Background: an optimization exercise with open tools, aiming at small area, a short achievable clock period and few clock cycles per item. Do not read the settings as production practice.
Function was not checked in any run shown here: the RTL went through the layout flow alone.
Power is estimated from default activity; no workload was simulated.

==> design/flow/design.v <==
package cpuPkg;
	localparam int dataWidth = 16;
	localparam int regCount = 8;
	localparam int regIdxWidth = $clog2(regCount);
	typedef logic [dataWidth-1:0] wordT;
	typedef logic [regIdxWidth-1:0] regIdxT;
	localparam logic [4:0] opNop   = 5'd0;
	localparam logic [4:0] opAddu  = 5'd1;
	localparam logic [4:0] opSubu  = 5'd2;
	localparam logic [4:0] opAnd   = 5'd3;
	localparam logic [4:0] opOr    = 5'd4;
	localparam logic [4:0] opSlt   = 5'd5;
	localparam logic [4:0] opAddiu = 5'd6;
	localparam logic [4:0] opLi    = 5'd7;
	localparam logic [4:0] opLw    = 5'd8;
	localparam logic [4:0] opSw    = 5'd9;
	localparam logic [4:0] opBeqz  = 5'd10;
	localparam logic [4:0] opBnez  = 5'd11;
	localparam logic [4:0] opB     = 5'd12;
	localparam logic [4:0] opJr    = 5'd13;
endpackage
package pipePkg;
	typedef enum logic [2:0] {
		aluAdd   = 3'd0,
		aluSub   = 3'd1,
		aluAnd   = 3'd2,
		aluOr    = 3'd3,
		aluSlt   = 3'd4,
		aluPassB = 3'd5
	} aluOpT;
	typedef struct packed {
		aluOpT aluOp;
		logic  srcImm;
		logic  regWrite;
		logic  memRead;
		logic  memWrite;
		logic  branchZero;
		logic  branchNonZero;
		logic  jump;
		logic  jumpReg;
		logic  destIsRz;
		logic  destIsRy;
		logic  useRx;
	} ctrlT;
endpackage
module pipeReg #(
	parameter int width = 1
) (
	input  logic             CLK,
	input  logic             RST,
	input  logic [width-1:0] d,
	output logic [width-1:0] q
);
	always_ff @(posedge CLK or negedge RST)
	begin
		if (!RST)
			q <= '0;
		else
			q <= d;
	end
endmodule
module instrDecoder (
	input  cpuPkg::wordT  instr,
	output pipePkg::ctrlT ctrl,
	output cpuPkg::wordT  imm
);
	logic [4:0] op;
	assign op = instr[15:11];
	always_comb
	begin
		ctrl = '0;
		imm = {{8{instr[7]}}, instr[7:0]};
		ctrl.useRx = 1'b1;
		case (op)
			cpuPkg::opAddu,
			cpuPkg::opSubu,
			cpuPkg::opAnd,
			cpuPkg::opOr,
			cpuPkg::opSlt:
			begin
				ctrl.regWrite = 1'b1;
				ctrl.destIsRz = 1'b1;
				case (op)
					cpuPkg::opSubu: ctrl.aluOp = pipePkg::aluSub;
					cpuPkg::opAnd:  ctrl.aluOp = pipePkg::aluAnd;
					cpuPkg::opOr:   ctrl.aluOp = pipePkg::aluOr;
					cpuPkg::opSlt:  ctrl.aluOp = pipePkg::aluSlt;
					default:        ctrl.aluOp = pipePkg::aluAdd;
				endcase
			end
			cpuPkg::opAddiu:
			begin
				ctrl.regWrite = 1'b1;
				ctrl.srcImm = 1'b1;
			end
			cpuPkg::opLi:
			begin
				ctrl.aluOp = pipePkg::aluPassB;
				ctrl.useRx = 1'b0;
				ctrl.regWrite = 1'b1;
				ctrl.srcImm = 1'b1;
				imm = {8'h00, instr[7:0]};
			end
			cpuPkg::opLw:
			begin
				ctrl.regWrite = 1'b1;
				ctrl.memRead = 1'b1;
				ctrl.srcImm = 1'b1;
				ctrl.destIsRy = 1'b1;
				imm = {{11{instr[4]}}, instr[4:0]};
			end
			cpuPkg::opSw:
			begin
				ctrl.memWrite = 1'b1;
				ctrl.srcImm = 1'b1;
				imm = {{11{instr[4]}}, instr[4:0]};
			end
			cpuPkg::opBeqz: ctrl.branchZero = 1'b1;
			cpuPkg::opBnez: ctrl.branchNonZero = 1'b1;
			cpuPkg::opB:
			begin
				ctrl.jump = 1'b1;
				ctrl.useRx = 1'b0;
				imm = {{5{instr[10]}}, instr[10:0]};
			end
			cpuPkg::opJr: ctrl.jumpReg = 1'b1;
			default: ctrl.useRx = 1'b0;
		endcase
	end
endmodule
module regFile (
	input  logic           CLK,
	input  logic           RST,
	input  cpuPkg::regIdxT rdA,
	input  cpuPkg::regIdxT rdB,
	output cpuPkg::wordT   valA,
	output cpuPkg::wordT   valB,
	input  logic           we,
	input  cpuPkg::regIdxT wAddr,
	input  cpuPkg::wordT   wData
);
	cpuPkg::wordT regs [cpuPkg::regCount];
	always_ff @(posedge CLK or negedge RST)
	begin
		if (!RST)
			for (int i = 0; i < cpuPkg::regCount; i++)
				regs[i] <= '0;
		else if (we)
			regs[wAddr] <= wData;
	end
	assign valA = regs[rdA];
	assign valB = regs[rdB];
endmodule
module hazardUnit (
	input  cpuPkg::regIdxT rx,
	input  cpuPkg::regIdxT ry,
	input  logic           memWrites,
	input  cpuPkg::regIdxT memDest,
	output logic           fwdA,
	output logic           fwdB
);
	assign fwdA = memWrites && memDest == rx;
	assign fwdB = memWrites && memDest == ry;
endmodule
module executeStage (
	input  pipePkg::ctrlT ctrl,
	input  cpuPkg::wordT  imm,
	input  cpuPkg::wordT  opA,
	input  cpuPkg::wordT  opB,
	output cpuPkg::wordT  aluResult,
	output logic          condTaken
);
	cpuPkg::wordT aluB;
	assign aluB = ctrl.srcImm ? imm : opB;
	always_comb
	begin
		case (ctrl.aluOp)
			pipePkg::aluSub:   aluResult = opA - aluB;
			pipePkg::aluAnd:   aluResult = opA & aluB;
			pipePkg::aluOr:    aluResult = opA | aluB;
			pipePkg::aluSlt:   aluResult = ($signed(opA) < $signed(aluB)) ?
				cpuPkg::wordT'(1) : '0;
			pipePkg::aluPassB: aluResult = aluB;
			default:           aluResult = opA + aluB;
		endcase
	end
	assign condTaken = (opA == '0) ^ ctrl.branchNonZero;
endmodule
module pipelineCpu (
	input  logic           CLK,
	input  logic           RST,
	output cpuPkg::wordT   imemAddr,
	input  cpuPkg::wordT   imemData,
	output cpuPkg::wordT   dmemAddr,
	output cpuPkg::wordT   dmemWData,
	output logic           dmemRead,
	output logic           dmemWrite,
	input  cpuPkg::wordT   dmemRData,
	output logic           wbValid,
	output cpuPkg::regIdxT wbReg,
	output cpuPkg::wordT   wbData
);
	cpuPkg::wordT   pc;
	cpuPkg::wordT   nextPc;
	cpuPkg::wordT   seqPc;
	cpuPkg::wordT   targetPc;
	logic [4:0]     fOp;
	logic           fIsB;
	logic           fIsBr;
	logic           fPred;
	logic           irValid;
	cpuPkg::wordT   irInstr;
	cpuPkg::wordT   irAlt;
	logic           irPred;
	logic           irCheck;
	pipePkg::ctrlT  ctrl;
	cpuPkg::wordT   imm;
	cpuPkg::regIdxT rx;
	cpuPkg::regIdxT ry;
	cpuPkg::regIdxT dest;
	cpuPkg::wordT   valA;
	cpuPkg::wordT   valB;
	cpuPkg::wordT   opA;
	cpuPkg::wordT   opB;
	logic           fwdA;
	logic           fwdB;
	cpuPkg::wordT   aluResult;
	logic           condTaken;
	logic           redirect;
	cpuPkg::wordT   redirectPc;
	logic           stall;
	logic           exValid;
	logic           useRx;
	logic           useRy;
	cpuPkg::wordT   storeData;
	logic [2:0]     memFlags;
	logic           memRegWrite;
	logic           memRead;
	logic           memWrite;
	cpuPkg::regIdxT memDest;
	cpuPkg::wordT   memAlu;
	cpuPkg::wordT   memStore;
	cpuPkg::wordT   memResult;
	cpuPkg::regIdxT wbDest;
	cpuPkg::wordT   wbResult;
	assign imemAddr = pc;
	assign fOp = imemData[15:11];
	assign fIsB = fOp == cpuPkg::opB;
	assign fIsBr = fOp == cpuPkg::opBeqz || fOp == cpuPkg::opBnez;
	assign fPred = fIsB || (fIsBr && imemData[7]);
	assign seqPc = pc + 16'd1;
	assign targetPc = seqPc + (fIsB ? {{5{imemData[10]}}, imemData[10:0]} :
		{{8{imemData[7]}}, imemData[7:0]});
	assign nextPc = redirect ? redirectPc : (stall ? pc : (fPred ? targetPc : seqPc));
	always_ff @(posedge CLK or negedge RST)
	begin
		if (!RST)
			pc <= '0;
		else
			pc <= nextPc;
	end
	pipeReg #(.width(1)) irValidReg (.CLK(CLK), .RST(RST), .d(!redirect && (irValid || !stall)),
		.q(irValid));
	always_ff @(posedge CLK)
	if (!stall)
	begin
		irInstr <= imemData;
		irAlt <= fPred ? seqPc : targetPc;
		irPred <= fPred;
		irCheck <= fIsBr && imemData[7:0] != 8'd0;
	end
	assign rx = irInstr[10:8];
	assign ry = irInstr[7:5];
	instrDecoder decoder (.instr(irInstr), .ctrl(ctrl), .imm(imm));
	assign dest = ctrl.destIsRz ? irInstr[4:2] : (ctrl.destIsRy ? ry : rx);
	regFile regs (.CLK(CLK), .RST(RST), .rdA(rx), .rdB(ry), .valA(valA), .valB(valB),
		.we(memRegWrite), .wAddr(memDest), .wData(memResult));
	hazardUnit hazard (.rx(rx), .ry(ry), .memWrites(memRegWrite), .memDest(memDest),
		.fwdA(fwdA), .fwdB(fwdB));
	assign useRx = ctrl.useRx;
	assign useRy = ctrl.destIsRz;
	assign stall = irValid && memRead && ((useRx && fwdA) || (useRy && fwdB));
	assign exValid = irValid && !stall;
	assign opA = fwdA ? memAlu : valA;
	assign opB = fwdB ? memAlu : valB;
	assign storeData = fwdB ? memResult : valB;
	executeStage execute (.ctrl(ctrl), .imm(imm), .opA(opA), .opB(opB),
		.aluResult(aluResult), .condTaken(condTaken));
	assign redirect = exValid && (ctrl.jumpReg || (irCheck && condTaken != irPred));
	assign redirectPc = ctrl.jumpReg ? opA : irAlt;
	pipeReg #(.width(3)) memFlagReg (.CLK(CLK), .RST(RST),
		.d({exValid && ctrl.regWrite, exValid && ctrl.memRead, exValid && ctrl.memWrite}),
		.q(memFlags));
	assign {memRegWrite, memRead, memWrite} = memFlags;
	always_ff @(posedge CLK)
	begin
		memDest <= dest;
		memAlu <= aluResult;
		memStore <= storeData;
	end
	assign dmemAddr = memAlu;
	assign dmemWData = memStore;
	assign dmemRead = memRead;
	assign dmemWrite = memWrite;
	assign memResult = memRead ? dmemRData : memAlu;
	pipeReg #(.width(1)) wbFlagReg (.CLK(CLK), .RST(RST), .d(memRegWrite), .q(wbValid));
	always_ff @(posedge CLK)
	begin
		wbDest <= memDest;
		wbResult <= memResult;
	end
	assign wbReg = wbDest;
	assign wbData = wbResult;
endmodule
==> design/flow/run.sh <==
#!/bin/bash
# synth_recipe.tcl (not shown) runs the flow's synth.tcl, then flattens the netlist and writes it again
# the make line also repeats each setting of config.mk as NAME=value (left out here)
make -C /OpenROAD-flow-scripts/flow DESIGN_CONFIG=/design/flow/config.mk WORK_HOME=/design/flow/orfs CLKGATE_MAP_FILE= SYNTH_SCRIPT=/design/flow/synth_recipe.tcl finish
==> design/flow/config.mk <==
export PLATFORM = sky130hd
export DESIGN_NAME = pipelineCpu
export DESIGN_NICKNAME = pipelineCpu
export VERILOG_FILES = /design/flow/design.v
export SDC_FILE = /design/flow/constraint.sdc
export NUM_CORES = 4
export LEC_CHECK = 0
export ABC_CLOCK_PERIOD_IN_PS = 3500
export CAP_MARGIN = 20
export CORE_MARGIN = 2
export CORE_UTILIZATION = 40
export SETUP_SLACK_MARGIN = 2.0
export SLEW_MARGIN = 20
==> design/flow/constraint.sdc <==
create_clock -name core_clock -period 6.2 [get_ports {CLK}]
set_input_delay 1.2400 -clock core_clock [delete_from_list [all_inputs] [get_ports {CLK}]]
set_output_delay 1.2400 -clock core_clock [all_outputs]
set_load 0.01 [all_outputs]
==> results of run 1 <==
-- cells in the mapped netlist, types with 6 or more instances --
cell / n
nor2_1: 176
a21oi_1: 159
nand2_1: 152
dfrtp_1: 149
o21ai_0: 134
inv_1: 84
mux2i_1: 78
clkbuf_1: 76
ha_1: 64
dfxtp_1: 54
edfxtp_1: 34
xnor2_1: 31
nand3_1: 28
nor3_1: 26
a221oi_1: 24
a21o_1: 19
a211oi_1: 18
mux4_2: 18
o22ai_1: 18
o221ai_1: 17
buf_2: 15
nand2b_1: 15
xor2_1: 14
or3_1: 12
a31oi_1: 11
mux2_2: 11
and3_1: 10
nor2b_1: 10
nor4_1: 8
o211ai_1: 8
o21bai_1: 8
a221o_1: 7
nand4_1: 7
nor3b_1: 7
buf_6: 6
o21a_1: 6
-- critical path: cells and delay by family (launching register included) --
family	cells	cell delay [ps]
buffers and inverters	2	230
flip-flops	1	500
AO/OA/AOI/OAI	10	2270
AND/OR/NAND/NOR	3	460
adder cells (fa/ha/maj)	2	670
-- worst max path at each step --
stage	startpoint	endpoint	depth (start not counted)	slack [ps]
CTS	irInstr[5]	memAlu[14]	18	1970
global placement	irInstr[6]	memAlu[13]	18	1160
global route	irInstr[8]	memAlu[14]	17	1870
finish	irInstr[8]	memAlu[14]	17	2000
detailed placement	irInstr[5]	memAlu[14]	16	1030
floorplan	irInstr[6]	memAlu[14]	19	2020
-- metrics by stage --
| stage | cell area (µm²) | total power, mW | worst slack (ps) | util, % | hold WS, ps |
|---|---|---|---|---|---|
| floorplan | 14460 | 5.409 | 2018 | - | 325.8 |
| global placement | 15880 | 6.898 | 1159 | 44.64 | 480.0 |
| detailed placement | 15880 | 6.955 | 1034 | 44.64 | 486.7 |
| CTS | 17490 | 8.945 | 1975 | 49.18 | 498.0 |
| global route | 17980 | 9.743 | 1868 | 50.54 | 532.4 |
| finish | 17980 | 9.148 | 1998 | 50.55 | 506.4 |
-- cell families after synthesis --
kind of cell	count (synthesis)	synth area share (%)
compound gates	489	21.15
flops	237	40.36
simple gates	476	14.83
xor+xnor	45	2.728
mux	109	9.251
fa+ha+maj	67	5.959
buf+inv	195	5.717
-- sequential cells by signal, summed over array words and instances, names as in the netlist, 3 cells and up --
register,count
regs.regs,128
irAlt,16
irInstr,16
memAlu,16
memStore,16
pc,16
wbResult,16
memDest,3
memFlagReg.q,3
wbDest,3
-- layout make-up --
| class | instances | area, µm² | share of cell area [%] |
|---|---|---|---|
| multi-input combinational | 1187 | 8282 | 46.06 |
| sequential | 237 | 5831 | 32.43 |
| timing repair buffer | 203 | 1976 | 10.99 |
| clock buffer | 35 | 779.5 | 4.335 |
| tap | 461 | 576.8 | 3.208 |
| inverter | 87 | 334.1 | 1.858 |
| clock inverter | 19 | 197.7 | 1.099 |
| antenna | 2 | 5.005 | 0.02783 |
-- power by group --
part	total (mW)	internal (mW)	switching (mW)
sequential	2.98	2.31	0.675
clock	1.75	1.03	0.721
combinational	4.42	2.03	2.39
total	9.15	5.36	3.79
-- what timing repair did --
action / in CTS / in global routing
gates cloned: 3 / 3
resized for setup: 64 / 65
endpoints found under the setup margin: 17 / 19
buffers inserted: 35 / 21
hold endpoints to repair: 0 / 0
pin swaps: 12 / 25
-- cell usage in the layout (no fill, tap or decap), types with 10 or more instances in the layout --
cell             count
mux2i_1             73
mux2_2              10
o22ai_1             17
ha_1                57
xor2_1              14
nor2_1             172
dfrtp_1            149
nor3_1              23
o21ai_0            120
inv_1               77
a221oi_1            16
nand2b_1            13
a21oi_1            149
clkdlybuf4s50_1    102
buf_4               82
nand3_1             28
a21o_1              19
and3_1              10
edfxtp_1            34
xnor2_1             25
a31oi_1             10
mux4_2              18
dfxtp_1             54
nand2_1            151
o221ai_1            15
a211oi_1            18
clkbuf_16           31
-- routing by layer --
metal / up-vias / wire length [µm] / track usage [%]
met4: 0 / 1738 / 8.165
li1: 6081 / - / -
met2: 602 / 21820 / 39.88
met3: 94 / 3978 / 4.853
met5: - / 0 / 0
met1: 6393 / 22880 / 37.03
==> flow_summary.json, run 1 <==
{
  "fin_nets": 1846,
  "clk_pin_slew_ps": 60,
  "synth-main-ff-cell": "dfrtp_1",
  "layout_worst_path_cycle_share_pct": 67.77,
  "rr_startpoint": "irInstr[8]",
  "clkSinkCount": 237,
  "period_needed_ps": 4202,
  "via_per_inst": 5.903,
  "fin_setup_tns_ps": 0,
  "outcome": "timing/DRC/antenna clean",
  "gr-total-overflow": 0,
  "holdCritStartpoint": "regs.regs[5][5]",
  "drive_gt1_share_pct": 16.12,
  "finalHoldViolations": 0,
  "wl_per_cell_um": 22.60,
  "drc": 0,
  "worstSetupPathType": "reg2reg",
  "die_w_um": 194.0,
  "clk_path_buf_depth": 3,
  "crit_path_frequent_cell": "a221oi_2",
  "nFillCells": 3328,
  "globalRouteTotalUtil_pct": 25.96,
  "synth_warnings": 7,
  "dp_hpwl_um": 34600,
  "finalSetupViolCount": 0,
  "fmax_mhz": 238.0,
  "yosysTopAreaCell": "dfrtp_1",
  "slew_violations": 0,
  "grt_pass1_vias": 12632,
  "die_area_um2": 37650,
  "root_buffer": "clkbuf_16",
  "leakage_nw": 7.593,
  "cts-htree-levels": 1,
  "core_um2": 35570,
  "areaGrowthSynthToFinish_pct": 24.48,
  "cp.required_ps": 6670,
  "stdcell_count": 2231,
  "min_to": "regs.regs[5][5]",
  "cp_max_fo": 4,
  "cap_violations": 0,
  "rr_worst_depth": 17,
  "post-synth-top-area-fraction_pct": 25.81,
  "place.gp.congestion": 0.9166,
  "antenna_found_initial": 1,
  "boundaryPins": 104,
  "relSlewSlack_pct": 19.85,
  "synth.area.top_cells": "dfrtp_1 (26%), dfxtp_1 (7.5%), edfxtp_1 (7.1%)",
  "ys_types": 82,
  "cp.arrival_ps": 4670,
  "syn-cell-area_um2": 14450,
  "dr.pass1.iters": 5,
  "grt_setup_unrepaired": "yes",
  "grt_pass1_wl_um": 76400,
  "synth_cells": 1618,
  "synth-seq-area-share_pct": 40.36,
  "ant_nets": 0,
  "regToRegSetupSlack_ps": 2000,
  "peakVddDrop_mv": 0.2780,
  "ys_ff_latch": 237,
  "port_buffers": 103,
  "initial_core_util_pct": 40.61,
  "dpl.cell_count": 2112,
  "synth_edf_count": 34,
  "cts_buffers": 29,
  "finClkSkew_ps": 45.06,
  "syn_area_per_cell_um2": 8.928,
  "whs_path_depth": 2,
  "cts_hold_buffers": 0,
  "num_rows": 69,
  "drt_iter0_drc": 1132,
  "clock_latency_ps": 580,
  "slowest_stage": "edfxtp_1",
  "slowest_delay_ps": 500,
  "worst_hold_path_type": "reg2reg",
  "synthArstFlopShare_pct": 62.87,
  "worst_slew_pin_slew_ps": 1169,
  "grt_max_degree": 108,
  "synth_fp_nets": 1719,
  "path_cells": "buf_6 > and2b_2 > a221oi_2 > nor2_2 > o31ai_4 > ha_2 > inv_2 > fa_2 > nor2b_2 > o21ai_2 > a21o_1 > a21oi_2 > a221oi_2 > a221oi_2 > a221o_1 > o221ai_1 > a221o_1",
  "r2r_end": "memAlu[14]",
  "die_h_um": 194.0,
  "tritoncts": "built",
  "routed_wl_um": 50420,
  "cp-end-kind": "flip-flop",
  "vias": 13170,
  "powerDensity_nw_per_um2": 508.8,
  "setup.worst_path.start_class": "flip-flop"
}
==> inputs of run 2 (changes only) <==
--- a/design/flow/design.v
+++ b/design/flow/design.v
@@ -172,15 +172,41 @@
 );
 	cpuPkg::wordT aluB;
+	cpuPkg::wordT addB;
+	cpuPkg::wordT sum;
+	logic         sub;
+	logic         less;
 	assign aluB = ctrl.srcImm ? imm : opB;
+	assign sub = ctrl.aluOp == pipePkg::aluSub || ctrl.aluOp == pipePkg::aluSlt;
+	assign addB = aluB ^ {16{sub}};
+	logic [15:0] gen [5];
+	logic [15:0] prop [5];
+	always_comb
+	begin
+		gen[0] = opA & addB;
+		prop[0] = opA ^ addB;
+		gen[0][0] = (opA[0] & addB[0]) | (prop[0][0] & sub);
+		for (int l = 0; l < 4; l++)
+			for (int i = 0; i < 16; i++)
+				if (i >= (1 << l))
+				begin
+					gen[l+1][i] = gen[l][i] | (prop[l][i] & gen[l][i - (1 << l)]);
+					prop[l+1][i] = prop[l][i] & prop[l][i - (1 << l)];
+				end
+				else
+				begin
+					gen[l+1][i] = gen[l][i];
+					prop[l+1][i] = prop[l][i];
+				end
+		sum = prop[0] ^ {gen[4][14:0], sub};
+	end
+	assign less = (opA[15] ^ aluB[15]) ? opA[15] : sum[15];
 	always_comb
 	begin
 		case (ctrl.aluOp)
-			pipePkg::aluSub:   aluResult = opA - aluB;
 			pipePkg::aluAnd:   aluResult = opA & aluB;
 			pipePkg::aluOr:    aluResult = opA | aluB;
-			pipePkg::aluSlt:   aluResult = ($signed(opA) < $signed(aluB)) ?
-				cpuPkg::wordT'(1) : '0;
+			pipePkg::aluSlt:   aluResult = {15'd0, less};
 			pipePkg::aluPassB: aluResult = aluB;
-			default:           aluResult = opA + aluB;
+			default:           aluResult = sum;
 		endcase
 	end
==> run 2 against run 1 <==
- flip-flop and latch count stayed put
- sequential share of layout area is 1.0 points higher
- still clean on timing, DRC and antenna
- synthesized cell count fell by 5.1%
- area after synthesis fell by 2.6%
- combinational power shrank 8.6%
- non-clock buffer count stayed put
- critical path depth up 1
- count of clock-buffer cells in the layout is the same
- sequential power about the same
- worst hold slack worse by 10 ps
==> flow_summary.json, run 2 <==
{
  "outcome": "timing/DRC/antenna clean",
  "core_um2": 34630,
  "final_util_pct": 50.37,
  "drc": 0,
  "mostFrequentLayoutCells": "nor2_1 (163), dfrtp_1 (148), nand2_1 (144)",
  "grt_setup_unrepaired": "yes",
  "cp-end-kind": "flip-flop",
  "cap_violations": 0,
  "vias": 12842,
  "synth_edf_count": 34,
  "finalSetupViolCount": 0,
  "yosysTopAreaCell": "dfrtp_1",
  "largest_reg_flops": 128,
  "dpl.cell_count": 2017,
  "p_sw_mw": 3.551,
  "areaGrowthSynthToFinish_pct": 23.96,
  "grt_max_degree": 69,
  "synth_most_common_cell": "nor2_1",
  "p_sw_share_pct": 40.73,
  "synth-main-ff-cell": "dfrtp_1",
  "stdcell_count": 2139,
  "clock_latency_ps": 580,
  "synth.area.top_cells": "dfrtp_1 (26%), dfxtp_1 (7.7%), edfxtp_1 (7.3%)",
  "globalRouteTotalUtil_pct": 25.99,
  "dp_hpwl_um": 32760,
  "port_buffers": 103,
  "ant_nets": 0,
  "clk_pin_slew_ps": 60,
  "layout_commonest_cell": "nor2_1",
  "worst_slew_pin_slew_ps": 1119,
  "finalHoldViolations": 0,
  "combPwrFrac_pct": 46.3,
  "powerDensity_nw_per_um2": 499.8,
  "worst_hold_path_type": "reg2reg",
  "grt_pass1_wl_um": 72320,
  "slowest_delay_ps": 540,
  "num_rows": 68,
  "clkSinkCount": 237,
  "routed_wl_um": 49570,
  "drive_gt1_share_pct": 16.86,
  "fin_setup_tns_ps": 0,
  "slew_violations": 0,
  "via_per_inst": 6.004,
  "num_antenna_cells": 0,
  "tritoncts": "built",
  "peakVddDrop_mv": 0.2544,
  "p_seq_share_pct": 34.3,
  "cp.required_ps": 6690,
  "die_h_um": 191.6,
  "layout_worst_path_cycle_share_pct": 66.41,
  "synth-seq-area-share_pct": 41.44,
  "place.gp.congestion": 0.8711,
  "drt_iter0_drc": 1330,
  "boundaryPins": 104,
  "synth_cells": 1535,
  "synth_warnings": 9,
  "initial_core_util_pct": 40.63,
  "worstSetupPathType": "reg2reg",
  "root_buffer": "clkbuf_16",
  "antenna_found_initial": 0,
  "cp_max_fo": 20,
  "die_area_um2": 36690,
  "cts_buffers": 28,
  "regToRegSetupSlack_ps": 2080,
  "yosys-top-cells-count": "nor2_1 (165), dfrtp_1 (149), nand2_1 (145), a21oi_1 (143), o21ai_0 (109)",
  "cp.arrival_ps": 4610,
  "post-synth-top-area-fraction_pct": 26.50,
  "relSlewSlack_pct": 23.28,
  "critical_path_buf_inv_count": 3,
  "ys_ff_latch": 237,
  "fmax_mhz": 242.9,
  "wl_per_cell_um": 23.17,
  "slowest_stage": "edfxtp_1",
  "finClkSkew_ps": 34.66,
  "regMostFlops": "regs.regs",
  "fin_nets": 1730,
  "ys_types": 86,
  "clk_path_buf_depth": 3,
  "leakage_nw": 7.008,
  "setup.worst_path.start_class": "flip-flop",
  "syn_area_per_cell_um2": 9.167,
  "syn-cell-area_um2": 14070,
  "p_int_mw": 5.168,
  "synthArstFlopShare_pct": 62.87,
  "period_needed_ps": 4117,
  "whs_ps": 496.3,
  "grt_pass1_vias": 11695,
  "critPathTopFamily": "compound AO/OA/AOI/OAI gates",
  "synth_fp_nets": 1603,
  "cts-htree-levels": 1,
  "p_total_mw": 8.719,
  "path_cells": "buf_6 > buf_8 > a211o_1 > a211oi_2 > a21oi_1 > nor2_1 > a21oi_2 > xnor2_2 > buf_4 > ha_1 > and2_4 > nor2b_1 > a32o_1 > a311o_1 > a21o_1 > a21o_1 > a211o_1 > o211ai_1",
  "die_w_um": 191.6,
  "dr.pass1.iters": 6,
  "gr-total-overflow": 0,
  "clkPwrFrac_pct": 19.4
}
[run 2: cell types whose count changed after synthesis, moves of 11 or more]
cell and change:
a221oi_1 -18, xnor2_1 +18, nor2_1 -11, ha_1 -32
o21ai_0 -25, o22ai_1 -11, a21oi_1 -16, nand3b_1 +14
inv_1 -31, mux2i_1 -21
[run 2: layer usage]
metal	up-vias	part of all wire, %	wire [µm]	GRT usage (%)
li1	5846	-	-	-
met1	6244	44	21890	37.91
met2	628	43	21390	39.23
met3	124	8.8	4360	3.451
met4	0	3.9	1927	9.527
met5	-	0	0	0
[run 2: timing repair]
| item | CTS | global route |
|---|---|---|
| gates resized for setup | 33 | 62 |
| hold buffers | 0 | 0 |
| setup endpoints to repair | 30 | 26 |
| pin swaps | 4 | 12 |
| cloned | 2 | 8 |
| setup buffers | 24 | 36 |
[run 2: logic make-up after synthesis]
| group | share of synthesized area [%] |
|---|---|
| muxes | 10.06 |
| adders and majority gates | 3.130 |
| buffers and inverters | 4.873 |
| AOI/OAI and AO/OA | 20.51 |
| xor gates and xnor gates | 3.984 |
| and+or+nand+nor | 16.01 |
| DFF | 41.44 |
[run 2: power groups by stage]
stage	registers, mW	clock network, mW	logic [mW]
3_3_place_gp	2.98	0	3.70
3_5_place_dp	2.98	0	3.77
4_1_cts	2.96	1.72	3.84
5_1_grt	3.06	1.77	4.42
2_1_floorplan	2.81	0	2.49
6_report	2.99	1.69	4.04
[run 2: worst register-to-register path, stage by stage, from the launching register on]
cell and delay, ps:
edfxtp_1 540, buf_6 210, buf_8 160, a211o_1 280, a211oi_2 310, a21oi_1 80
nor2_1 140, a21oi_2 70, xnor2_2 150, buf_4 140, ha_1 290, and2_4 160
nor2b_1 120, a32o_1 280, a311o_1 340, a21o_1 180, a21o_1 200, a211o_1 310
o211ai_1 90
[run 2: path summary, 6_finish.rpt]
check / start / end / cells after the start
worst max-delay path: irInstr[5] / memAlu[7] / 18
worst min-delay path: memDest[2] / wbDest[2] / 0
worst max register to register: irInstr[5] / memAlu[7] / 18
worst min register to register: memDest[2] / wbDest[2] / 0
max in group asynchronous: RST / memFlagReg.q[2] / 2
min in group asynchronous: RST / regs.regs[2][4] / 1
[run 2: final cells by class]
cell class / instances / area, µm²
clock buffer: 35 / 799.5
timing repair buffer: 203 / 1967
clock inverter: 17 / 146.4
timing repair inverter: 1 / 7.507
tap: 455 / 569.3
fill: 3208 / 17190
inverter: 56 / 224.0
multi-input combinational: 1135 / 7894
sequential: 237 / 5836
[run 2: metrics by stage]
step | cell area, µm² | worst slack [ps]
global placement | 15470 | 1425
CTS | 16750 | 1951
global route | 17440 | 1956
detailed placement | 15470 | 1334
finish | 17440 | 2083
floorplan | 14080 | 2029
==> inputs of run 3 (changes only) <==
--- a/design/flow/config.mk
+++ b/design/flow/config.mk
@@ -6,8 +6,8 @@
 export NUM_CORES = 4
 export LEC_CHECK = 0
-export ABC_CLOCK_PERIOD_IN_PS = 3500
+export ABC_CLOCK_PERIOD_IN_PS = 3000
 export CAP_MARGIN = 20
 export CORE_MARGIN = 2
 export CORE_UTILIZATION = 40
-export SETUP_SLACK_MARGIN = 2.0
+export SETUP_SLACK_MARGIN = 2.8
 export SLEW_MARGIN = 20
==> run 3 against run 2 <==
- area after synthesis unchanged
- non-clock buffer count is 90 higher
- still clean
- flip-flop and latch count stayed put
- synthesized cell count unchanged
==> flow_summary.json, run 3 <==
{
  "outcome": "timing/DRC/antenna clean",
  "cap_violations": 0,
  "place.gp.congestion": 0.9780,
  "critPathTopFamily": "simple AND/OR/NAND/NOR gates",
  "multiInputGateArea_um2": 8962,
  "root_buffer": "clkbuf_16",
  "drc": 0,
  "regMostFlops": "regs.regs",
  "post-synth-top-area-fraction_pct": 26.50,
  "fin_setup_tns_ps": 0,
  "nFillCells": 2931,
  "p_total_mw": 9.533,
  "stdcell_count": 2229,
  "num_rows": 68,
  "tritoncts": "built",
  "synth.area.top_cells": "dfrtp_1 (26%), dfxtp_1 (7.7%), edfxtp_1 (7.3%)",
  "ant_nets": 0,
  "clk_path_buf_depth": 3,
  "period_needed_ps": 3841,
  "min_to": "regs.regs[7][11]",
  "synth_cells": 1535,
  "slowest_stage": "or4_4",
  "yosys-top-cells-count": "nor2_1 (165), dfrtp_1 (149), nand2_1 (145), a21oi_1 (143), o21ai_0 (109)",
  "cp-end-kind": "flip-flop",
  "rr_startpoint": "irInstr[10]",
  "finalSetupViolCount": 0,
  "slowest_delay_ps": 610,
  "areaGrowthSynthToFinish_pct": 37.20,
  "cp.arrival_ps": 4290,
  "dpl.cell_count": 2020,
  "setup.worst_path.start_class": "flip-flop",
  "cts-htree-levels": 1,
  "grt_setup_unrepaired": "yes",
  "rr_worst_depth": 13,
  "regToRegSetupSlack_ps": 2360,
  "synth_fp_nets": 1603,
  "cts_hold_buffers": 0,
  "gr-total-overflow": 0,
  "syn_area_per_cell_um2": 9.167,
  "worstSetupPathType": "reg2reg",
  "fmax_mhz": 260.4,
  "synth_most_common_cell": "nor2_1",
  "cp_max_fo": 13,
  "yosysTopAreaCell": "dfrtp_1",
  "finalHoldViolations": 0,
  "grt_pass1_wl_um": 78430,
  "worst_slew_pin_slew_ps": 1104,
  "r2r_end": "pc[7]",
  "clkSinkCount": 237,
  "vias": 13459,
  "ys_ff_latch": 237,
  "antenna_found_initial": 0,
  "fin_nets": 1821,
  "drive_gt1_share_pct": 28.64,
  "powerDensity_nw_per_um2": 493.8,
  "grt_max_degree": 79,
  "largest_reg_flops": 128,
  "grt_pass1_vias": 12687,
  "leakage_nw": 7.764,
  "globalRouteTotalUtil_pct": 28.05,
  "syn-cell-area_um2": 14070,
  "clk_pin_slew_ps": 70,
  "die_area_um2": 36690,
  "dr.pass1.iters": 5,
  "die_w_um": 191.6,
  "synth_warnings": 9,
  "synth-main-ff-cell": "dfrtp_1",
  "path_cells": "buf_6 > buf_12 > mux2_1 > mux4_2 > a22oi_2 > buf_4 > o211ai_1 > or4_4 > or4_4 > nand3_4 > buf_6 > clkinv_8 > a311oi_1",
  "layout_worst_path_cycle_share_pct": 61.95,
  "dp_hpwl_um": 33640,
  "critical_path_buf_inv_count": 5,
  "layout_commonest_cell": "nor2_1",
  "seq_area_um2": 5844,
  "synth_edf_count": 34,
  "holdCritStartpoint": "regs.regs[7][11]",
  "clock_latency_ps": 560,
  "boundaryPins": 104,
  "ys_types": 86,
  "cp.required_ps": 6650,
  "synthArstFlopShare_pct": 62.87,
  "finClkSkew_ps": 15.63,
  "slew_violations": 0,
  "worst_hold_path_type": "reg2reg",
  "peakVddDrop_mv": 0.2831,
  "mostFrequentLayoutCells": "nor2_1 (150), buf_4 (144), dfrtp_1 (143)",
  "relSlewSlack_pct": 24.27,
  "whs_ps": 506.3,
  "final_util_pct": 55.75,
  "port_buffers": 103,
  "cts_buffers": 27,
  "initial_core_util_pct": 40.63,
  "die_h_um": 191.6,
  "whs_path_depth": 2,
  "synth-seq-area-share_pct": 41.44,
  "drt_iter0_drc": 1449,
  "num_antenna_cells": 0,
  "crit_cells": 13,
  "routed_wl_um": 52350,
  "wl_per_cell_um": 23.48,
  "via_per_inst": 6.038,
  "core_um2": 34630
}
-- run 3: changes by cell type in the layout (fill, tap and decap cells not counted), moves of 11 or more --
cell / delta
clkdlybuf4s50_1: -13
buf_6: +17
a21oi_1: -13
buf_4: +66
ha_1: -18
ha_4: +11
clkbuf_1: +11
nor2_1: -13
-- run 3: worst reg2reg max path: cells and delay by family, from the launching register on --
family          cells  cell delay, ps
mux                 2             790
buf+inv             5             680
compound gates      3             510
simple gates        3            1290
flops               1             460
-- run 3: per-stage QoR --
| stage | area, µm² | setup WS [ps] |
|---|---|---|
| finish | 19300 | 2359 |
| global route | 19300 | 2283 |
| CTS | 18360 | 2427 |
| detailed placement | 15700 | 1481 |
| global placement | 15700 | 1527 |
| floorplan | 14400 | 2523 |
-- run 3: worst max-delay path by stage --
| stage | start | end |
|---|---|---|
| final | irInstr[10] | pc[7] |
| after global routing | irInstr[5] | memAlu[12] |
| after CTS | irInstr[6] | memAlu[12] |
| after detailed placement | irInstr[7] | pc[14] |
| after global placement | irInstr[7] | memAlu[14] |
| after floorplan | irInstr[12] | memAlu[12] |
-- run 3: cells by family (layout without fill, tap and decap cells) --
kind of cell / Yosys count / after routing / synth area share (%)
AND/OR/NAND/NOR: 477 / 481 / 16.01
AO/OA/AOI/OAI: 448 / 449 / 20.51
flip-flops: 237 / 237 / 41.44
buffers and inverters: 165 / 399 / 4.873
multiplexers: 110 / 110 / 10.06
XOR/XNOR: 64 / 64 / 3.984
adder cells (fa/ha/maj): 34 / 34 / 3.130
-- run 3: routing by layer --
layer	routed length, µm	track usage [%]	up-vias	share of wire [%]
met4	2540	11.57	0	4.9
met2	23080	42.82	736	44
met3	4774	4.516	139	9.1
li1	-	-	6024	-
met1	21950	39.50	6560	42
met5	0	0	-	0
-- run 3: what timing repair did --
item | CTS | global route
gates resized for setup | 195 | 117
pin swaps | 85 | 52
buffers inserted | 100 | 47
setup endpoints to repair | 73 | 70
gates cloned | 11 | 1
-- run 3: area by class of cell --
class	count	share of cell area, %
well taps	455	2.949
multi-input cells	1138	46.43
repair buffers	293	14.86
flip-flops and latches	237	30.27
clock buffers	41	3.824
inverters	56	1.257
clock inverters	9	0.4083
-- run 3: where the power goes --
group	internal, mW	switching (mW)
Clock	0.861	0.670
Sequential	2.32	0.713
Combinational	2.47	2.50
Total	5.65	3.89
==> inputs of run 4 (changes only) <==
--- a/design/flow/design.v
+++ b/design/flow/design.v
@@ -41,5 +41,4 @@
 		logic  destIsRz;
 		logic  destIsRy;
-		logic  useRx;
 	} ctrlT;
 endpackage
@@ -71,5 +70,4 @@
 		ctrl = '0;
 		imm = {{8{instr[7]}}, instr[7:0]};
-		ctrl.useRx = 1'b1;
 		case (op)
 			cpuPkg::opAddu,
@@ -97,5 +95,4 @@
 			begin
 				ctrl.aluOp = pipePkg::aluPassB;
-				ctrl.useRx = 1'b0;
 				ctrl.regWrite = 1'b1;
 				ctrl.srcImm = 1'b1;
@@ -121,9 +118,8 @@
 			begin
 				ctrl.jump = 1'b1;
-				ctrl.useRx = 1'b0;
 				imm = {{5{instr[10]}}, instr[10:0]};
 			end
 			cpuPkg::opJr: ctrl.jumpReg = 1'b1;
-			default: ctrl.useRx = 1'b0;
+			default: ;
 		endcase
 	end
@@ -165,9 +161,10 @@
 module executeStage (
 	input  pipePkg::ctrlT ctrl,
+	input  cpuPkg::wordT  pc,
 	input  cpuPkg::wordT  imm,
 	input  cpuPkg::wordT  opA,
 	input  cpuPkg::wordT  opB,
 	output cpuPkg::wordT  aluResult,
-	output logic          condTaken
+	output cpuPkg::wordT  nextPc
 );
 	cpuPkg::wordT aluB;
@@ -211,5 +208,8 @@
 		endcase
 	end
-	assign condTaken = (opA == '0) ^ ctrl.branchNonZero;
+	logic taken;
+	assign taken = ctrl.jump || (ctrl.branchZero && opA == '0) ||
+		(ctrl.branchNonZero && opA != '0);
+	assign nextPc = ctrl.jumpReg ? opA : (taken ? pc + 16'd1 + imm : pc + 16'd1);
 endmodule
 module pipelineCpu (
@@ -229,15 +229,4 @@
 	cpuPkg::wordT   pc;
 	cpuPkg::wordT   nextPc;
-	cpuPkg::wordT   seqPc;
-	cpuPkg::wordT   targetPc;
-	logic [4:0]     fOp;
-	logic           fIsB;
-	logic           fIsBr;
-	logic           fPred;
-	logic           irValid;
-	cpuPkg::wordT   irInstr;
-	cpuPkg::wordT   irAlt;
-	logic           irPred;
-	logic           irCheck;
 	pipePkg::ctrlT  ctrl;
 	cpuPkg::wordT   imm;
@@ -252,12 +241,4 @@
 	logic           fwdB;
 	cpuPkg::wordT   aluResult;
-	logic           condTaken;
-	logic           redirect;
-	cpuPkg::wordT   redirectPc;
-	logic           stall;
-	logic           exValid;
-	logic           useRx;
-	logic           useRy;
-	cpuPkg::wordT   storeData;
 	logic [2:0]     memFlags;
 	logic           memRegWrite;
@@ -270,13 +251,4 @@
 	cpuPkg::regIdxT wbDest;
 	cpuPkg::wordT   wbResult;
-	assign imemAddr = pc;
-	assign fOp = imemData[15:11];
-	assign fIsB = fOp == cpuPkg::opB;
-	assign fIsBr = fOp == cpuPkg::opBeqz || fOp == cpuPkg::opBnez;
-	assign fPred = fIsB || (fIsBr && imemData[7]);
-	assign seqPc = pc + 16'd1;
-	assign targetPc = seqPc + (fIsB ? {{5{imemData[10]}}, imemData[10:0]} :
-		{{8{imemData[7]}}, imemData[7:0]});
-	assign nextPc = redirect ? redirectPc : (stall ? pc : (fPred ? targetPc : seqPc));
 	always_ff @(posedge CLK or negedge RST)
 	begin
@@ -286,36 +258,19 @@
 			pc <= nextPc;
 	end
-	pipeReg #(.width(1)) irValidReg (.CLK(CLK), .RST(RST), .d(!redirect && (irValid || !stall)),
-		.q(irValid));
-	always_ff @(posedge CLK)
-	if (!stall)
-	begin
-		irInstr <= imemData;
-		irAlt <= fPred ? seqPc : targetPc;
-		irPred <= fPred;
-		irCheck <= fIsBr && imemData[7:0] != 8'd0;
-	end
-	assign rx = irInstr[10:8];
-	assign ry = irInstr[7:5];
-	instrDecoder decoder (.instr(irInstr), .ctrl(ctrl), .imm(imm));
-	assign dest = ctrl.destIsRz ? irInstr[4:2] : (ctrl.destIsRy ? ry : rx);
+	assign imemAddr = pc;
+	assign rx = imemData[10:8];
+	assign ry = imemData[7:5];
+	instrDecoder decoder (.instr(imemData), .ctrl(ctrl), .imm(imm));
+	assign dest = ctrl.destIsRz ? imemData[4:2] : (ctrl.destIsRy ? ry : rx);
 	regFile regs (.CLK(CLK), .RST(RST), .rdA(rx), .rdB(ry), .valA(valA), .valB(valB),
 		.we(memRegWrite), .wAddr(memDest), .wData(memResult));
 	hazardUnit hazard (.rx(rx), .ry(ry), .memWrites(memRegWrite), .memDest(memDest),
 		.fwdA(fwdA), .fwdB(fwdB));
-	assign useRx = ctrl.useRx;
-	assign useRy = ctrl.destIsRz;
-	assign stall = irValid && memRead && ((useRx && fwdA) || (useRy && fwdB));
-	assign exValid = irValid && !stall;
-	assign opA = fwdA ? memAlu : valA;
-	assign opB = fwdB ? memAlu : valB;
-	assign storeData = fwdB ? memResult : valB;
-	executeStage execute (.ctrl(ctrl), .imm(imm), .opA(opA), .opB(opB),
-		.aluResult(aluResult), .condTaken(condTaken));
-	assign redirect = exValid && (ctrl.jumpReg || (irCheck && condTaken != irPred));
-	assign redirectPc = ctrl.jumpReg ? opA : irAlt;
+	assign opA = fwdA ? memResult : valA;
+	assign opB = fwdB ? memResult : valB;
+	executeStage execute (.ctrl(ctrl), .pc(pc), .imm(imm), .opA(opA), .opB(opB),
+		.aluResult(aluResult), .nextPc(nextPc));
 	pipeReg #(.width(3)) memFlagReg (.CLK(CLK), .RST(RST),
-		.d({exValid && ctrl.regWrite, exValid && ctrl.memRead, exValid && ctrl.memWrite}),
-		.q(memFlags));
+		.d({ctrl.regWrite, ctrl.memRead, ctrl.memWrite}), .q(memFlags));
 	assign {memRegWrite, memRead, memWrite} = memFlags;
 	always_ff @(posedge CLK)
@@ -323,5 +278,5 @@
 		memDest <= dest;
 		memAlu <= aluResult;
-		memStore <= storeData;
+		memStore <= opB;
 	end
 	assign dmemAddr = memAlu;
--- a/design/flow/config.mk
+++ b/design/flow/config.mk
@@ -6,8 +6,8 @@
 export NUM_CORES = 4
 export LEC_CHECK = 0
-export ABC_CLOCK_PERIOD_IN_PS = 3000
+export ABC_CLOCK_PERIOD_IN_PS = 3500
 export CAP_MARGIN = 20
 export CORE_MARGIN = 2
 export CORE_UTILIZATION = 40
-export SETUP_SLACK_MARGIN = 2.8
+export SETUP_SLACK_MARGIN = 2.5
 export SLEW_MARGIN = 20
==> run 4 against run 3 <==
- non-clock buffer count is 38 lower
- final cell count shrank 14%
- synthesized cell count decreased by 13%
- total power is 15% lower
- clock power barely moved
- register-to-register slack worse by 140 ps
- largest power group unchanged
- worst hold slack worse by 1.4 ps
- highest routed layer unchanged
- via count is 17% lower
- sequential power decreased by 18%
==> flow_summary.json, run 4 <==
{
  "clk_path_buf_depth": 3,
  "synth_edf_count": 0,
  "via_per_inst": 5.801,
  "synth_most_common_cell": "dfrtp_1",
  "initial_core_util_pct": 40.41,
  "yosys.area_share.xor_xnor_pct": 4.473,
  "dpl_cell_area_um2": 13480,
  "vias": 11150,
  "regToRegSetupSlack_ps": 2220,
  "root_buffer": "clkbuf_16",
  "p_int_mw": 4.946,
  "cp_max_fo": 6,
  "synthMuxAreaShare_pct": 11.02,
  "fin_setup_tns_ps": 0,
  "synthArstFlopShare_pct": 73.27,
  "p_sw_share_pct": 39.30,
  "fmax_mhz": 230.9,
  "grt_pass1_vias": 11010,
  "syn-cell-area_um2": 11950,
  "yosys.area_share.simple_pct": 15.25,
  "layout_commonest_cell": "dfrtp_1",
  "slew_violations": 0,
  "synth_top_family_by_area": "compound AO/OA/AOI/OAI gates",
  "cp.required_ps": 6620,
  "met1_usage_pct": 34.72,
  "largest_reg_flops": 128,
  "cap_violations": 0,
  "relSlewSlack_pct": 25.88,
  "cp-end-kind": "flip-flop",
  "post-synth-top-area-fraction_pct": 31.00,
  "p_total_mw": 8.148,
  "yosysTopAreaCell": "dfrtp_1",
  "synth_warnings": 9,
  "path_cells": "buf_16 > buf_8 > mux4_2 > and2_1 > o221ai_2 > o21ai_4 > o21bai_4 > xnor2_1 > ha_1 > a21o_1 > a21o_1 > a221o_1 > or3_1 > a31oi_2 > or3_4 > a31oi_2 > o41ai_1",
  "crit_cells": 17,
  "ant_nets": 0,
  "globalRouteTotalUtil_pct": 26.44,
  "worst_hold_path_type": "reg2reg",
  "grt_max_degree": 86,
  "slowest_stage": "mux4_2",
  "grt_setup_unrepaired": "yes",
  "core_um2": 29560,
  "rr_worst_depth": 17,
  "synth_compound_area_share_pct": 20.47,
  "finalHoldViolations": 0,
  "rr_startpoint": "memDest[0]",
  "ys_ff_latch": 202,
  "worstSetupPathType": "in2reg",
  "critical_path_buf_inv_count": 2,
  "worst_slew_pin_slew_ps": 1103,
  "gr-total-overflow": 0,
  "clk_pin_slew_ps": 60,
  "synth.area.top_cells": "dfrtp_1 (31%), dfxtp_1 (9.0%), mux2i_1 (7.0%)",
  "fin_nets": 1583,
  "synth-main-ff-cell": "dfrtp_1",
  "finClkSkew_ps": 9.903,
  "outcome": "timing/DRC/antenna clean",
  "grt_pass1_wl_um": 63980,
  "grt_busiest_layer": "met2",
  "ys_types": 78,
  "clkPwrFrac_pct": 18.7,
  "powerDensity_nw_per_um2": 502.0,
  "finalSetupViolCount": 0,
  "dp_hpwl_um": 27300,
  "place.gp.congestion": 0.9206,
  "tritoncts": "built",
  "drc": 0,
  "nFillCells": 2618,
  "boundaryPins": 104,
  "synth_fp_nets": 1398,
  "p_sw_mw": 3.202,
  "synth_adder_area_share_pct": 3.687,
  "routed_wl_um": 41650,
  "synth_cells": 1330,
  "cts_hold_buffers": 0,
  "die_w_um": 176.8,
  "design_area_um2": 16230,
  "dpl.cell_count": 1781,
  "period_needed_ps": 4331,
  "slowest_delay_ps": 500,
  "yosys-top-cells-count": "dfrtp_1 (148), nor2_1 (140), a21oi_1 (125), nand2_1 (120), o21ai_0 (116)",
  "synth-seq-area-share_pct": 40.05,
  "stdcell_count": 1922,
  "num_antenna_cells": 0,
  "final_util_pct": 54.91,
  "setup.worst_path.start_class": "input pin",
  "p_seq_share_pct": 30.3,
  "port_buffers": 103,
  "regMostFlops": "regs.regs",
  "mostFrequentLayoutCells": "dfrtp_1 (148), nor2_1 (137), nand2_1 (116)",
  "use_met3_pct": 3.522,
  "combPwrFrac_pct": 51.0,
  "num_rows": 63,
  "use_met2_pct": 43.55,
  "clock_latency_ps": 530,
  "peakVddDrop_mv": 0.1808,
  "cts_buffers": 24,
  "cp.arrival_ps": 4750,
  "dr.pass1.iters": 5,
  "r2r_end": "memAlu[0]",
  "crit_start": "imemData[5]",
  "die_area_um2": 31260,
  "critPathTopFamily": "compound AO/OA/AOI/OAI gates",
  "drt_iter0_drc": 867,
  "cts-htree-levels": 1,
  "leakage_nw": 6.840,
  "wl_per_cell_um": 21.67,
  "layout_worst_path_cycle_share_pct": 69.85,
  "antenna_found_initial": 0,
  "die_h_um": 176.8,
  "drive_gt1_share_pct": 23.56,
  "areaGrowthSynthToFinish_pct": 35.88,
  "syn_area_per_cell_um2": 8.981,
  "clkSinkCount": 202,
  "endpoint": "memAlu[0]"
}
run 4: changes by cell type after synthesis, moves of 16 or more:
cell and change:
inv_1 -16, clkbuf_1 -25, mux2i_1 +27, mux2_2 -18, nand2_1 -25, a21oi_1 -18
nor2_1 -25, edfxtp_1 -34, o22ai_1 +17
run 4: final cells by class:
type	count	area (µm²)	share of cell area [%]
Timing Repair Buffer	255	2664	16.41
Sequential cell	202	4785	29.48
Clock buffer	35	703.2	4.332
Clock inverter	8	140.1	0.8634
Tap cell	390	488.0	3.006
Inverter	38	142.6	0.8788
Multi-Input combinational cell	994	7308	45.03
run 4: worst min-delay path by stage:
stage,to,cells after the start,slack (ps),start
final,regs.regs[6][9],2,500,regs.regs[6][9]
after global placement,regs.regs[7][5],2,480,regs.regs[7][5]
after detailed placement,regs.regs[5][3],2,490,regs.regs[5][3]
after CTS,regs.regs[5][3],2,500,regs.regs[5][3]
after global routing,regs.regs[6][9],2,530,regs.regs[6][9]
after floorplan,wbDest[0],0,330,memDest[0]
run 4: timing repair:
item	in CTS	in global routing
gates cloned	9	1
pin swaps	56	46
buffers inserted	68	19
gates resized for setup	191	72
endpoints found under the setup margin	32	29
run 4: cell families (layout without fill, tap and decap cells):
logic type	Yosys count	in the layout
buf+inv	134	336
simple gates	391	391
fa+ha+maj	34	34
mux	107	107
xor+xnor	61	61
flops	202	202
compound gates	401	401
run 4: tightest hold or removal path, stage by stage (launching register included):
cell and delay [ps]:
dfrtp_1 360, nand2_1 50, o21ai_0 60
run 4: per-layer routing:
layer	vias up	wire length, µm
li1	5155	-
met2	451	19430
met3	121	2709
met5	-	0
met4	0	2053
met1	5423	17460
run 4: power groups by stage:
stage / Sequential, mW / Clock (mW) / Combinational, mW
2_1_floorplan: 2.40 / 0 / 2.17
3_3_place_gp: 2.44 / 0 / 3.35
3_5_place_dp: 2.46 / 0 / 3.40
4_1_cts: 2.45 / 1.55 / 3.94
5_1_grt: 2.54 / 1.61 / 4.53
6_report: 2.47 / 1.53 / 4.15
run 4: through the flow:
| stage | hold slack (ps) | setup WS (ps) |
|---|---|---|
| 6_report | 505.0 | 1869 |
| 3_3_place_gp | 484.4 | 649.5 |
| 2_1_floorplan | 325.8 | 1432 |
| 3_5_place_dp | 492.0 | 574.1 |
| 4_1_cts | 504.9 | 1892 |
| 5_1_grt | 532.8 | 1757 |
==> inputs of run 5 (changes only) <==
--- a/design/flow/design.v
+++ b/design/flow/design.v
@@ -137,11 +137,9 @@
 );
 	cpuPkg::wordT regs [cpuPkg::regCount];
-	always_ff @(posedge CLK or negedge RST)
-	begin
-		if (!RST)
-			for (int i = 0; i < cpuPkg::regCount; i++)
-				regs[i] <= '0;
-		else if (we)
-			regs[wAddr] <= wData;
+	always_ff @(posedge CLK)
+	begin
+		for (int i = 0; i < cpuPkg::regCount; i++)
+			if (!RST || (we && wAddr == cpuPkg::regIdxT'(i)))
+				regs[i] <= RST ? wData : '0;
 	end
 	assign valA = regs[rdA];
--- a/design/flow/config.mk
+++ b/design/flow/config.mk
@@ -6,5 +6,5 @@
 export NUM_CORES = 4
 export LEC_CHECK = 0
-export ABC_CLOCK_PERIOD_IN_PS = 3500
+export ABC_CLOCK_PERIOD_IN_PS = 2000
 export CAP_MARGIN = 20
 export CORE_MARGIN = 2
==> run 5 against run 4 <==
- still clean on timing, DRC and antenna
- largest cell class unchanged
- clock skew rose by 1.4 ps
- wire length fell by 5.1%
- global-route usage fell by 0.38 points
- clock power fell by 9.8%
- sequential power fell by 16%
- first-iteration DRC count rose by 45%
- flip-flop and latch count did not move
==> flow_summary.json, run 5 <==
{
  "period_needed_ps": 3992,
  "fin_nets": 1325,
  "die_area_um2": 29690,
  "r2r_end": "memAlu[13]",
  "grt_max_degree": 45,
  "combPwrFrac_pct": 44.4,
  "rr_worst_depth": 16,
  "cp.required_ps": 6610,
  "cp_max_fo": 9,
  "synthArstFlopShare_pct": 9.901,
  "grt_setup_unrepaired": "yes",
  "root_buffer": "clkbuf_16",
  "fmax_mhz": 250.5,
  "peakVddDrop_mv": 0.2763,
  "areaGrowthSynthToFinish_pct": 36.45,
  "synth_cells": 1051,
  "core_um2": 27860,
  "finalSetupViolCount": 0,
  "slew_violations": 0,
  "crit_path_frequent_cell": "a21oi_2",
  "worst_slew_pin_slew_ps": 1081,
  "vias": 9946,
  "layout_commonest_cell": "edfxtp_1",
  "ys_types": 79,
  "powerDensity_nw_per_um2": 402.8,
  "min_to": "wbDest[2]",
  "cts_buffers": 23,
  "antenna_found_initial": 1,
  "place.gp.congestion": 0.9250,
  "globalRouteTotalUtil_pct": 26.05,
  "initial_core_util_pct": 40.68,
  "synth-main-ff-cell": "edfxtp_1",
  "routed_wl_um": 39520,
  "cp.arrival_ps": 4400,
  "finClkSkew_ps": 11.26,
  "grt_pass1_wl_um": 57550,
  "worstSetupPathType": "in2reg",
  "whs_path_depth": 0,
  "drc": 0,
  "finalHoldViolations": 0,
  "mostFrequentLayoutCells": "edfxtp_1 (128), buf_4 (109), clkdlybuf4s50_1 (88)",
  "num_antenna_cells": 0,
  "clock_latency_ps": 530,
  "largest_reg_flops": 128,
  "dpl.cell_count": 1521,
  "clk_pin_slew_ps": 60,
  "regToRegSetupSlack_ps": 2370,
  "clkPwrFrac_pct": 22.2,
  "synth_warnings": 9,
  "cts_hold_buffers": 0,
  "num_rows": 61,
  "synth_edf_count": 128,
  "wl_per_cell_um": 23.92,
  "dpl_cell_area_um2": 12960,
  "syn-cell-area_um2": 11330,
  "yosys-top-cells-count": "edfxtp_1 (128), a21oi_1 (94), nor2_1 (76), dfxtp_1 (54), nand2_1 (54)",
  "regMostFlops": "regs.regs",
  "p_seq_share_pct": 33.4,
  "synth_most_common_cell": "edfxtp_1",
  "ant_nets": 0,
  "cp-end-kind": "flip-flop",
  "clkSinkCount": 202,
  "grt_pass1_vias": 9443,
  "boundaryPins": 104,
  "stdcell_count": 1652,
  "die_w_um": 172.3,
  "cts-htree-levels": 1,
  "p_sw_share_pct": 35.64,
  "cap_violations": 0,
  "ys_ff_latch": 202,
  "p_int_mw": 4.008,
  "slowest_delay_ps": 510,
  "outcome": "timing/DRC/antenna clean",
  "setup.worst_path.start_class": "input pin",
  "slowest_stage": "or4_1",
  "clk_path_buf_depth": 3,
  "p_sw_mw": 2.220,
  "leakage_nw": 6.000,
  "drive_gt1_share_pct": 29.67,
  "rr_startpoint": "memFlagReg.q[1]",
  "fin_setup_tns_ps": 0,
  "synth-seq-area-share_pct": 47.87,
  "via_per_inst": 6.021,
  "final_util_pct": 55.50,
  "port_buffers": 103,
  "synth_fp_nets": 1119,
  "path_cells": "buf_4 > buf_12 > or4_1 > o221a_1 > nand3_2 > o21ai_1 > buf_4 > nand2_4 > o21ai_2 > fa_2 > a21o_1 > a21oi_4 > o21bai_1 > a21oi_2 > o21bai_2 > a21oi_2 > a21oi_2 > a21oi_2 > xor2_1 > o22ai_1",
  "synth.area.top_cells": "edfxtp_1 (34%), dfxtp_1 (9.5%), dfrtp_1 (4.4%)",
  "layout_worst_path_cycle_share_pct": 64.39,
  "worst_hold_path_type": "reg2reg",
  "gr-total-overflow": 0,
  "tritoncts": "built",
  "holdCritStartpoint": "memDest[2]",
  "design_area_um2": 15460,
  "syn_area_per_cell_um2": 10.78,
  "drt_iter0_drc": 1255,
  "die_h_um": 172.3,
  "yosysTopAreaCell": "edfxtp_1",
  "post-synth-top-area-fraction_pct": 33.92,
  "dp_hpwl_um": 26290,
  "relSlewSlack_pct": 27.91,
  "dr.pass1.iters": 6
}
==> run 5: how the worst max path moves through the flow <==
stage | startpoint | endpoint | slack (ps) | depth (start not counted)
floorplan | imemData[13] | memAlu[14] | 1730 | 19
global placement | imemData[13] | memAlu[14] | 620 | 17
detailed placement | imemData[13] | memAlu[14] | 610 | 17
CTS | imemData[5] | memAlu[14] | 2250 | 19
global route | imemData[5] | memAlu[13] | 2060 | 17
finish | imemData[9] | memAlu[14] | 2210 | 20
==> run 5: cell type report <==
| type | instances | area, µm² |
|---|---|---|
| Sequential cell | 202 | 5425 |
| Tap cell | 378 | 473.0 |
| Timing Repair Buffer | 235 | 2325 |
| Multi-Input combinational cell | 762 | 6342 |
| Clock buffer | 26 | 616.8 |
| Clock inverter | 16 | 152.6 |
| Fill cell | 2361 | 12400 |
| Inverter | 33 | 127.6 |
==> run 5: routing by layer <==
layer  vias up  part of all wire, %  wire (µm)  track usage, %
met5         -                0.040         16               0
li1       4412                    -          -               -
met4         2                  3.0       1197           8.294
met1      4858                   43      16930           37.61
met3        78                   10       4069           4.921
met2       596                   44      17310           39.57
==> run 5: power by group through the flow <==
stage          registers [mW]  clock network, mW  logic, mW
2_1_floorplan            2.11                  0       1.33
3_3_place_gp             2.08                  0       2.27
3_5_place_dp             2.09                  0       2.26
4_1_cts                  2.07               1.40       2.47
5_1_grt                  2.11               1.45       2.96
6_report                 2.08               1.38       2.77
==> run 5: metrics by stage <==
step	total power, mW	setup slack, ps	hold WS (ps)
6_report	6.228	2208	486.1
5_1_grt	6.522	2061	497.4
4_1_cts	5.941	2247	474.6
3_5_place_dp	4.353	611.2	462.2
3_3_place_gp	4.349	623.5	483.1
2_1_floorplan	3.441	1729	329.0
==> run 5: logic make-up after synthesis <==
family          synth area share (%)
compound gates                 17.68
xor+xnor                       4.792
fa+ha+maj                      3.886
buf+inv                        3.721
flops                          47.87
mux                            10.14
simple gates                   11.91
==> run 5: worst max-delay path: cells and delay by family <==
family | cells | cell delay (ps)
buf+inv | 3 | 430
fa+ha+maj | 1 | 370
xor+xnor | 1 | 150
simple gates | 3 | 670
compound gates | 12 | 1540
==> run 5: repair_timing <==
item                       in CTS  in global routing
gates resized for setup       140                122
setup endpoints to repair      32                 29
setup buffers                  51                 30
cloned                          6                  2
pin swaps                      40                 59
==> inputs of run 6 (changes only) <==
--- a/design/flow/config.mk
+++ b/design/flow/config.mk
@@ -6,8 +6,8 @@
 export NUM_CORES = 4
 export LEC_CHECK = 0
-export ABC_CLOCK_PERIOD_IN_PS = 2000
+export ABC_CLOCK_PERIOD_IN_PS = 2500
 export CAP_MARGIN = 20
 export CORE_MARGIN = 2
 export CORE_UTILIZATION = 40
-export SETUP_SLACK_MARGIN = 2.5
+export SETUP_SLACK_MARGIN = 2.0
 export SLEW_MARGIN = 20
==> run 6 against run 5 <==
- first-iteration DRC count down 3.0%
- maximum frequency down 2.2%
- critical path depth down 2
- setup slack worse by 91 ps
- wire length down 2.5%
- global-route usage down 0.70 points
- non-clock buffer count down 52
- worst hold slack worse by 37 ps
- critical endpoint is now memAlu[12]
==> flow_summary.json, run 6 <==
{
  "wl_per_cell_um": 24.14,
  "yosys-top-cells-count": "edfxtp_1 (128), a21oi_1 (94), nor2_1 (76), dfxtp_1 (54), nand2_1 (54)",
  "clkSinkCount": 202,
  "setup.worst_path.start_class": "input pin",
  "fmax_mhz": 244.9,
  "clk_path_buf_depth": 3,
  "port_buffers": 103,
  "vias": 9475,
  "num_rows": 61,
  "routed_wl_um": 38530,
  "rr_startpoint": "memDest[1]",
  "ant_nets": 0,
  "via_per_inst": 5.937,
  "path_cells": "clkdlybuf4s50_1 > mux2i_1 > buf_4 > a311o_1 > o2bb2a_4 > o21ai_4 > o21ai_2 > fa_2 > a21o_1 > a21oi_2 > o21bai_1 > a21oi_2 > o21bai_2 > a21oi_2 > nand2b_1 > a21oi_2 > xor2_1 > o21ai_1",
  "dr.pass1.iters": 6,
  "grt_pass1_vias": 8925,
  "grt_max_degree": 45,
  "cp.arrival_ps": 4480,
  "worstSetupPathType": "in2reg",
  "ys_types": 79,
  "layout_worst_path_cycle_share_pct": 65.85,
  "place.gp.congestion": 0.9451,
  "tritoncts": "built",
  "outcome": "timing/DRC/antenna clean",
  "top_layer_used": "met5",
  "slowest_delay_ps": 460,
  "globalRouteTotalUtil_pct": 25.36,
  "slowest_stage": "clkdlybuf4s50_1",
  "cp-end-kind": "flip-flop",
  "cts-htree-levels": 1,
  "worst_hold_path_type": "reg2reg",
  "synth_edf_count": 128,
  "synth_fp_nets": 1119,
  "boundaryPins": 104,
  "synth-seq-area-share_pct": 47.87,
  "grt_setup_unrepaired": "yes",
  "synth_cells": 1051,
  "leakage_nw": 5.590,
  "drc": 0,
  "relSlewSlack_pct": 40.99,
  "cts_buffers": 22,
  "largest_reg_flops": 128,
  "holdCritStartpoint": "memDest[2]",
  "dpl_cell_area_um2": 12880,
  "finalSetupViolCount": 0,
  "synth-main-ff-cell": "edfxtp_1",
  "wl_met3_um": 3318,
  "cts_hold_buffers": 0,
  "layout_commonest_cell": "edfxtp_1",
  "m1WireLength_um": 16150,
  "core_um2": 27860,
  "ys_ff_latch": 202,
  "powerDensity_nw_per_um2": 404.1,
  "synth_most_common_cell": "edfxtp_1",
  "syn_area_per_cell_um2": 10.78,
  "num_antenna_cells": 0,
  "synthArstFlopShare_pct": 9.901,
  "areaGrowthSynthToFinish_pct": 27.04,
  "crit_path_frequent_cell": "a21oi_2",
  "crit_start": "dmemRData[0]",
  "synth_warnings": 9,
  "design_area_um2": 14400,
  "fin_setup_tns_ps": 0,
  "dp_hpwl_um": 26750,
  "finalHoldViolations": 0,
  "initial_core_util_pct": 40.68,
  "antenna_found_initial": 1,
  "regMostFlops": "regs.regs",
  "clk_pin_slew_ps": 60,
  "clock_latency_ps": 530,
  "die_area_um2": 29690,
  "syn-cell-area_um2": 11330,
  "cp_max_fo": 6,
  "cp.required_ps": 6600,
  "drt_iter0_drc": 1217,
  "worst_slew_pin_slew_ps": 885.2,
  "root_buffer": "clkbuf_16",
  "grt_pass1_wl_um": 55960,
  "peakVddDrop_mv": 0.2585,
  "die_w_um": 172.3,
  "mostFrequentLayoutCells": "edfxtp_1 (128), clkdlybuf4s50_1 (91), a21oi_1 (81)",
  "cap_violations": 0,
  "fin_nets": 1270,
  "synth.area.top_cells": "edfxtp_1 (34%), dfxtp_1 (9.5%), dfrtp_1 (4.4%)",
  "yosysTopAreaCell": "edfxtp_1",
  "finClkSkew_ps": 11.04,
  "drive_gt1_share_pct": 19.21,
  "met2_length_um": 17690,
  "slew_violations": 0,
  "nFillCells": 2450,
  "post-synth-top-area-fraction_pct": 33.92,
  "period_needed_ps": 4083,
  "gr-total-overflow": 0,
  "die_h_um": 172.3
}
-- run 6: cell count changes in the layout (fill, tap and decap cells not counted), moves of 6 or more --
cell / before / now
buf_4: 109 / 61
a21oi_1: 65 / 81
a21oi_2: 26 / 13
o21ai_2: 13 / 3
ha_1: 23 / 32
nor2_2: 9 / 1
buf_6: 13 / 6
clkbuf_1: 0 / 7
ha_4: 7 / 0
clkbuf_16: 23 / 29
o21ai_0: 23 / 29
o21ai_1: 16 / 22
-- run 6: logic make-up (layout without fill, tap and decap cells) --
family | count (synthesis) | count (layout) | share of synthesized area [%]
fa+ha+maj | 34 | 34 | 3.886
mux | 87 | 87 | 10.14
simple gates | 273 | 273 | 11.91
compound gates | 304 | 304 | 17.68
flops | 202 | 202 | 47.87
xor+xnor | 62 | 62 | 4.792
buf+inv | 89 | 256 | 3.721
-- run 6: worst paths after layout --
kind / to / slack (ps) / cells past startpoint
max in group asynchronous: memFlagReg.q[1] / 5010 / 2
worst min-delay path: wbDest[2] / 450 / 0
worst max register to register: memAlu[12] / 2390 / 19
worst max-delay path: memAlu[12] / 2120 / 18
min in group asynchronous: memFlagReg.q[2] / 680 / 1
worst min register to register: wbDest[2] / 450 / 0
-- run 6: repair_timing --
action | CTS | global route
resized for setup | 64 | 64
setup endpoints to repair | 29 | 26
buffers inserted | 10 | 25
gates cloned | 2 | 4
pin swaps | 4 | 31
-- run 6: metrics by stage --
stage	util, %	power (mW)	std cells	hold WS (ps)	setup slack (ps)
2_1_floorplan	-	3.412	1051	329.0	1729
3_3_place_gp	46.24	4.343	1514	424.6	676.4
3_5_place_dp	46.24	4.345	1514	437.0	709.0
4_1_cts	49.97	5.709	1566	445.4	1985
5_1_grt	51.68	6.111	1596	462.4	1889
6_report	51.68	5.818	1596	449.5	2117
-- run 6: layout make-up --
class | count | area [µm²] | share of cell area (%)
Multi-Input combinational cell | 760 | 5764 | 40.04
Sequential cell | 202 | 5425 | 37.68
Timing Repair Buffer | 183 | 1879 | 13.05
Clock buffer | 35 | 693.2 | 4.815
Tap cell | 378 | 473.0 | 3.285
Inverter | 33 | 123.9 | 0.8604
Clock inverter | 5 | 37.54 | 0.2607
-- run 6: per-layer routing --
layer  vias to the layer above  global-route usage, %
met5                         -                      0
met4                         2                  8.330
met3                        97                  3.479
met2                       501                  40.89
met1                      4575                  35.32
li1                       4300                      -
-- run 6: worst max-delay path, delay by kind of cell --
| kind | cells | cell delay (ps) |
|---|---|---|
| AO/OA/AOI/OAI | 12 | 1880 |
| multiplexers | 1 | 60 |
| XOR/XNOR | 1 | 170 |
| adder cells (fa/ha/maj) | 1 | 400 |
| buffers and inverters | 2 | 640 |
| AND/OR/NAND/NOR | 1 | 100 |
-- run 6: where the power goes --
part / internal, mW / switching, mW / total (mW)
Combinational: 1.13 / 1.30 / 2.44
Sequential: 1.86 / 0.207 / 2.06
Clock: 0.770 / 0.549 / 1.32
Total: 3.76 / 2.06 / 5.82

-- port drivers added, routing unchanged --
Ports are ideal in the flow. The routed layouts listed here were re-timed in OpenROAD. Step 1, drivers: a clkbuf_16 drives CLK and a buf_2 each remaining input, both assumed. Step 2 adds t to the input delays and takes it off the output delays; t is the mean of the earliest and latest rising clock arrival at the registers after step 1. Input paths then give back, and output paths get back, about the clock's delay inside the block. a / b / c = ideal ports / drivers / drivers and shift; a / b = the first two.
run | shift t [ns] | setup WS [ns] | worst setup path after step 2 | clock arrival spread, ns
run 1 | 0.613 | 1.998 / 1.998 / 1.627 | input to register | 0.045 / 0.045
run 2 | 0.613 | 2.083 / 2.083 / 1.698 | input to register | 0.035 / 0.035
run 3 | 0.616 | 2.359 / 2.359 / 2.208 | input to register | 0.016 / 0.016
run 4 | 0.579 | 1.869 / 1.688 / 1.109 | input to register | 0.011 / 0.011
run 5 | 0.571 | 2.208 / 2.040 / 1.469 | input to register | 0.012 / 0.012
run 6 | 0.571 | 2.117 / 1.971 / 1.400 | input to register | 0.011 / 0.011
After both steps setup and hold are still met in every run listed. The setup slack of run 4, which loses most, moves by -0.181 ns with the drivers and by -0.760 ns with both steps.
